Context: an optimization exercise on an open-source flow, tuned for small area and a short achievable clock period. The choices shown serve that exercise and are no tape-out recipe.
Function was checked by simulation only, so behaviour that the tests miss may differ from the original.
Power and IR drop assume default switching activity.

==> flow/design.v <==
package seq_pkg;
  typedef logic [$clog2(8)-1:0] vid_t;
  typedef logic [$clog2(32)-1:0] vreg_t;
  typedef logic [8-1:0] vmask_t;
  typedef enum logic [3:0] {
    VADD,
    VSUB,
    VAND,
    VMUL,
    VMACC,
    VLE,
    VSE
  } op_e;
  typedef enum logic [1:0] {
    UNIT_ALU   = 2'd0,
    UNIT_MUL   = 2'd1,
    UNIT_LOAD  = 2'd2,
    UNIT_STORE = 2'd3
  } unit_e;
  typedef enum logic {
    IDLE,
    WAIT
  } seq_state_e;
  typedef struct packed {
    op_e   op;
    vreg_t vd;
    vreg_t vs1;
    vreg_t vs2;
    logic  use_vd;
    logic  use_vs1;
    logic  use_vs2;
    logic  vm;
  } seq_req_t;
  typedef struct packed {
    vid_t   id;
    op_e    op;
    unit_e  unit;
    vreg_t  vd;
    vreg_t  vs1;
    vreg_t  vs2;
    logic   vm;
    vmask_t hazard;
  } unit_req_t;
  typedef struct packed {
    logic error;
  } seq_resp_t;
  typedef struct packed {
    vmask_t store;
    vmask_t load;
    vmask_t mul;
    vmask_t alu;
  } unit_done_t;
  function automatic unit_e unit_of(op_e op);
    case (op)
      4'd3, 4'd4: unit_of = unit_e'(2'd1);
      4'd5:       unit_of = unit_e'(2'd2);
      4'd6:       unit_of = unit_e'(2'd3);
      default:    unit_of = unit_e'(2'd0);
    endcase
  endfunction
endpackage
module vector_sequencer (
  input  logic                clk_i,
  input  logic                rst_ni,
  input  logic [22:0]         req_i,
  input  logic                req_valid_i,
  output logic                req_ready_o,
  output logic                resp_o,
  output logic                resp_valid_o,
  output logic                idle_o,
  output logic [32:0]         unit_req_o,
  output logic                unit_req_valid_o,
  input  logic                unit_req_ready_i,
  input  logic [31:0]         unit_done_i,
  input  logic                addrgen_ack_i,
  input  logic                addrgen_error_i
);
  localparam int N = 8;
  logic [3:0] op;
  logic [4:0] vd, vs1, vs2;
  logic       use_vd, use_vs1, use_vs2, vm;
  assign op      = req_i[22:19];
  assign vd      = req_i[18:14];
  assign vs1     = req_i[13:9];
  assign vs2     = req_i[8:4];
  assign use_vd  = req_i[3];
  assign use_vs1 = req_i[2];
  assign use_vs2 = req_i[1];
  assign vm      = req_i[0];
  function automatic logic [1:0] unit_of(logic [2:0] o);
    unit_of[1] = o[2] & (o[1] | o[0]);
    unit_of[0] = (~o[2] & o[1] & o[0]) | (o[2] & ~o[0]);
  endfunction
  logic [1:0] unit;
  logic       is_mem;
  assign unit   = unit_of(op[2:0]);
  assign is_mem = unit[1];
  logic [N-1:0] running_q;
  logic [N-1:0] done_any;
  logic [N-1:0] free_oh;
  logic [2:0]   next_id;
  logic         full;
  assign done_any = unit_done_i[7:0] | unit_done_i[15:8] |
                    unit_done_i[23:16] | unit_done_i[31:24];
  always_comb begin
    for (int i = 0; i < N; i++) begin
      free_oh[i] = ~running_q[i];
      for (int j = 0; j < i; j++) free_oh[i] = free_oh[i] & running_q[j];
    end
  end
  assign next_id[0] = free_oh[1] | free_oh[3] | free_oh[5] | free_oh[7];
  assign next_id[1] = free_oh[2] | free_oh[3] | free_oh[6] | free_oh[7];
  assign next_id[2] = free_oh[4] | free_oh[5] | free_oh[6] | free_oh[7];
  assign full       = &running_q;
  assign idle_o     = ~|running_q;
  logic [2:0] cnt0_q, cnt1_q;
  logic [1:0] cnt2_q, cnt3_q;
  logic [3:0] unit_ready;
  logic [3:0] down;
  assign unit_ready = {~cnt3_q[1], ~cnt2_q[1], ~cnt1_q[2], ~cnt0_q[2]};
  assign down[0] = |unit_done_i[7:0];
  assign down[1] = |unit_done_i[15:8];
  assign down[2] = |unit_done_i[23:16];
  assign down[3] = |unit_done_i[31:24];
  logic wait_q;
  logic held;
  logic issue;
  logic [3:0] up;
  assign held  = unit_req_valid_o & ~unit_req_ready_i;
  assign issue = ~wait_q & req_valid_i & ~held & ~full & unit_ready[unit];
  assign up    = {4{issue}} & (4'b0001 << unit);
  assign req_ready_o  = wait_q ? addrgen_ack_i
                               : ~held & (~req_valid_i | (issue & ~is_mem));
  assign resp_valid_o = wait_q & addrgen_ack_i;
  assign resp_o       = addrgen_error_i;
  always_ff @(posedge clk_i or negedge rst_ni) begin
    if (!rst_ni) begin
      running_q        <= '0;
      wait_q           <= 1'b0;
      unit_req_valid_o <= 1'b0;
      cnt0_q           <= '0;
      cnt1_q           <= '0;
      cnt2_q           <= '0;
      cnt3_q           <= '0;
    end else begin
      running_q        <= (running_q & ~done_any) | ({N{issue}} & free_oh);
      wait_q           <= wait_q ? ~addrgen_ack_i : (issue & is_mem);
      unit_req_valid_o <= issue | held;
      if (up[0] != down[0]) cnt0_q <= up[0] ? cnt0_q + 3'd1 : cnt0_q - 3'd1;
      if (up[1] != down[1]) cnt1_q <= up[1] ? cnt1_q + 3'd1 : cnt1_q - 3'd1;
      if (up[2] != down[2]) cnt2_q <= up[2] ? cnt2_q + 2'd1 : cnt2_q - 2'd1;
      if (up[3] != down[3]) cnt3_q <= up[3] ? cnt3_q + 2'd1 : cnt3_q - 2'd1;
    end
  end
  logic [N-1:0][4:0] wreg_q, rreg1_q, rreg2_q;
  logic [N-1:0]      wflag_q, rflag1_q, rflag2_q, rflag0_q;
  logic [N-1:0]      hazard;
  logic vs1_z, vs2_z, vd_z, rd_v0;
  assign vs1_z = (vs1 == 5'd0);
  assign vs2_z = (vs2 == 5'd0);
  assign vd_z  = (vd == 5'd0);
  assign rd_v0 = (use_vs1 & vs1_z) | (use_vs2 & vs2_z) | ~vm;
  for (genvar i = 0; i < N; i++) begin : gen_id
    logic w_vs1, w_vs2, w_vd, w_z;
    logic r1_vs1, r1_vs2, r1_vd, r1_z;
    logic r2_vs1, r2_vs2, r2_vd, r2_z;
    logic w_hit, r_hit;
    logic w_kill, r1_kill, r2_kill, r0_kill;
    assign w_vs1  = (wreg_q[i] == vs1);
    assign w_vs2  = (wreg_q[i] == vs2);
    assign w_vd   = (wreg_q[i] == vd);
    assign w_z    = (wreg_q[i] == 5'd0);
    assign r1_vs1 = (rreg1_q[i] == vs1);
    assign r1_vs2 = (rreg1_q[i] == vs2);
    assign r1_vd  = (rreg1_q[i] == vd);
    assign r1_z   = (rreg1_q[i] == 5'd0);
    assign r2_vs1 = (rreg2_q[i] == vs1);
    assign r2_vs2 = (rreg2_q[i] == vs2);
    assign r2_vd  = (rreg2_q[i] == vd);
    assign r2_z   = (rreg2_q[i] == 5'd0);
    assign w_hit = wflag_q[i] & ((use_vs1 & w_vs1) | (use_vs2 & w_vs2) |
                                 (~vm & w_z) | (use_vd & w_vd));
    assign r_hit = use_vd & ((rflag1_q[i] & r1_vd) | (rflag2_q[i] & r2_vd) |
                             (rflag0_q[i] & vd_z));
    assign hazard[i] = running_q[i] & (w_hit | r_hit);
    assign w_kill  = issue & use_vd & w_vd;
    assign r1_kill = issue & ((use_vs1 & r1_vs1) | (use_vs2 & r1_vs2) | (~vm & r1_z));
    assign r2_kill = issue & ((use_vs1 & r2_vs1) | (use_vs2 & r2_vs2) | (~vm & r2_z));
    assign r0_kill = issue & rd_v0;
    always_ff @(posedge clk_i) begin
      if (!running_q[i]) begin
        wreg_q[i]   <= vd;
        rreg1_q[i]  <= vs1;
        rreg2_q[i]  <= vs2;
        wflag_q[i]  <= use_vd;
        rflag1_q[i] <= use_vs1;
        rflag2_q[i] <= use_vs2;
        rflag0_q[i] <= ~vm;
      end else begin
        wflag_q[i]  <= wflag_q[i] & ~w_kill;
        rflag1_q[i] <= rflag1_q[i] & ~r1_kill;
        rflag2_q[i] <= rflag2_q[i] & ~r2_kill;
        rflag0_q[i] <= rflag0_q[i] & ~r0_kill;
      end
    end
  end
  logic [2:0]  id_q;
  logic [2:0]  op_q;
  logic [15:0] regs_q;
  logic [7:0]  hazard_q;
  always_ff @(posedge clk_i) begin
    if (!held) begin
      id_q     <= next_id;
      op_q     <= op[2:0];
      regs_q   <= {vd, vs1, vs2, vm};
      hazard_q <= hazard;
    end
  end
  assign unit_req_o = {id_q, 1'b0, op_q, unit_of(op_q), regs_q, hazard_q};
endmodule
Settings: LEC_CHECK=0, CAP_MARGIN=20, CORE_MARGIN=2, CORE_UTILIZATION=40, SETUP_SLACK_MARGIN=2.5, SLEW_MARGIN=20; clock period 5.0 ns.
run.sh (not shown) runs the stock make flow with config.mk's settings and CLKGATE_MAP_FILE= SYNTH_SCRIPT=/design/flow/synth_recipe.tcl, a recipe that flattens the netlist after the stock synthesis.
Next try:
--- a/flow/design.v
+++ b/flow/design.v
@@ -112,7 +112,6 @@
   assign next_id[1] = free_oh[2] | free_oh[3] | free_oh[6] | free_oh[7];
   assign next_id[2] = free_oh[4] | free_oh[5] | free_oh[6] | free_oh[7];
   assign full       = &running_q;
-  assign idle_o     = ~|running_q;
   logic [2:0] cnt0_q, cnt1_q;
   logic [1:0] cnt2_q, cnt3_q;
   logic [3:0] unit_ready;
@@ -129,13 +128,19 @@
   assign held  = unit_req_valid_o & ~unit_req_ready_i;
   assign issue = ~wait_q & req_valid_i & ~held & ~full & unit_ready[unit];
   assign up    = {4{issue}} & (4'b0001 << unit);
-  assign req_ready_o  = wait_q ? addrgen_ack_i
-                               : ~held & (~req_valid_i | (issue & ~is_mem));
+  logic ok_alu, ok_mul, ok_op;
+  assign ok_alu = ~wait_q & ~full & unit_ready[0];
+  assign ok_mul = ~wait_q & ~full & unit_ready[1];
+  assign ok_op  = op[2] ? (~op[1] & ~op[0] & ok_mul)
+                        : ((op[1] & op[0]) ? ok_mul : ok_alu);
+  assign req_ready_o  = (wait_q & addrgen_ack_i) |
+                        (~held & (req_valid_i ? ok_op : ~wait_q));
   assign resp_valid_o = wait_q & addrgen_ack_i;
   assign resp_o       = addrgen_error_i;
   always_ff @(posedge clk_i or negedge rst_ni) begin
     if (!rst_ni) begin
       running_q        <= '0;
+      idle_o           <= 1'b1;
       wait_q           <= 1'b0;
       unit_req_valid_o <= 1'b0;
       cnt0_q           <= '0;
@@ -144,6 +149,7 @@
       cnt3_q           <= '0;
     end else begin
       running_q        <= (running_q & ~done_any) | ({N{issue}} & free_oh);
+      idle_o           <= ~issue & ~|(running_q & ~done_any);
       wait_q           <= wait_q ? ~addrgen_ack_i : (issue & is_mem);
       unit_req_valid_o <= issue | held;
       if (up[0] != down[0]) cnt0_q <= up[0] ? cnt0_q + 3'd1 : cnt0_q - 3'd1;
@@ -206,15 +212,17 @@
   end
   logic [2:0]  id_q;
   logic [2:0]  op_q;
+  logic [1:0]  unit_q;
   logic [15:0] regs_q;
   logic [7:0]  hazard_q;
   always_ff @(posedge clk_i) begin
     if (!held) begin
       id_q     <= next_id;
       op_q     <= op[2:0];
+      unit_q   <= unit;
       regs_q   <= {vd, vs1, vs2, vm};
       hazard_q <= hazard;
     end
   end
-  assign unit_req_o = {id_q, 1'b0, op_q, unit_of(op_q), regs_q, hazard_q};
+  assign unit_req_o = {id_q, 1'b0, op_q, unit_q, regs_q, hazard_q};
 endmodule
Effect: Global-route usage increases by 0.22 points; cell area is about the same; total power rises slightly; wire length rose slightly; clock skew came out lower by 0.0042 ns; worst setup slack gets better by 0.16 ns; synthesized area went up slightly; die area goes up slightly; critical path depth stays the same; register-to-register slack got worse by 0.06 ns; sequential share of layout area came out higher by 0.69 points; maximum frequency goes up by a few percent; via count rose slightly; utilization is lower by 1.2 points.

==> separate check: timing with driven ports <==
No port has a modelled driver above. Below, the same layouts with a new extraction and two added sets of constraints.
Step 1, drivers: a clkbuf_16 drives clk_i and a buf_2 each remaining input, both assumed.
Step 2 moves the port delays by t, midway between the first and last clock arrival at a register: inputs arrive t later, outputs are due t later. That takes back most of the time a late clock gives input paths.
Slacks: ideal / step 1 / step 2; pairs: ideal / step 1.
run	t (ns)	slack for setup (ns)	worst hold slack (ns)	worst register clock-pin slew, ns
the first run	0.560	1.961 / 1.889 / 1.889	0.465 / 0.465 / 0.465	0.06 / 0.06
the second run	0.561	2.124 / 2.071 / 1.730	0.452 / 0.436 / 0.470	0.06 / 0.06
After both steps setup and hold are still met in every run listed. The setup slack of the second run, which loses most, moves by -0.053 ns with the drivers and by -0.394 ns with both steps.
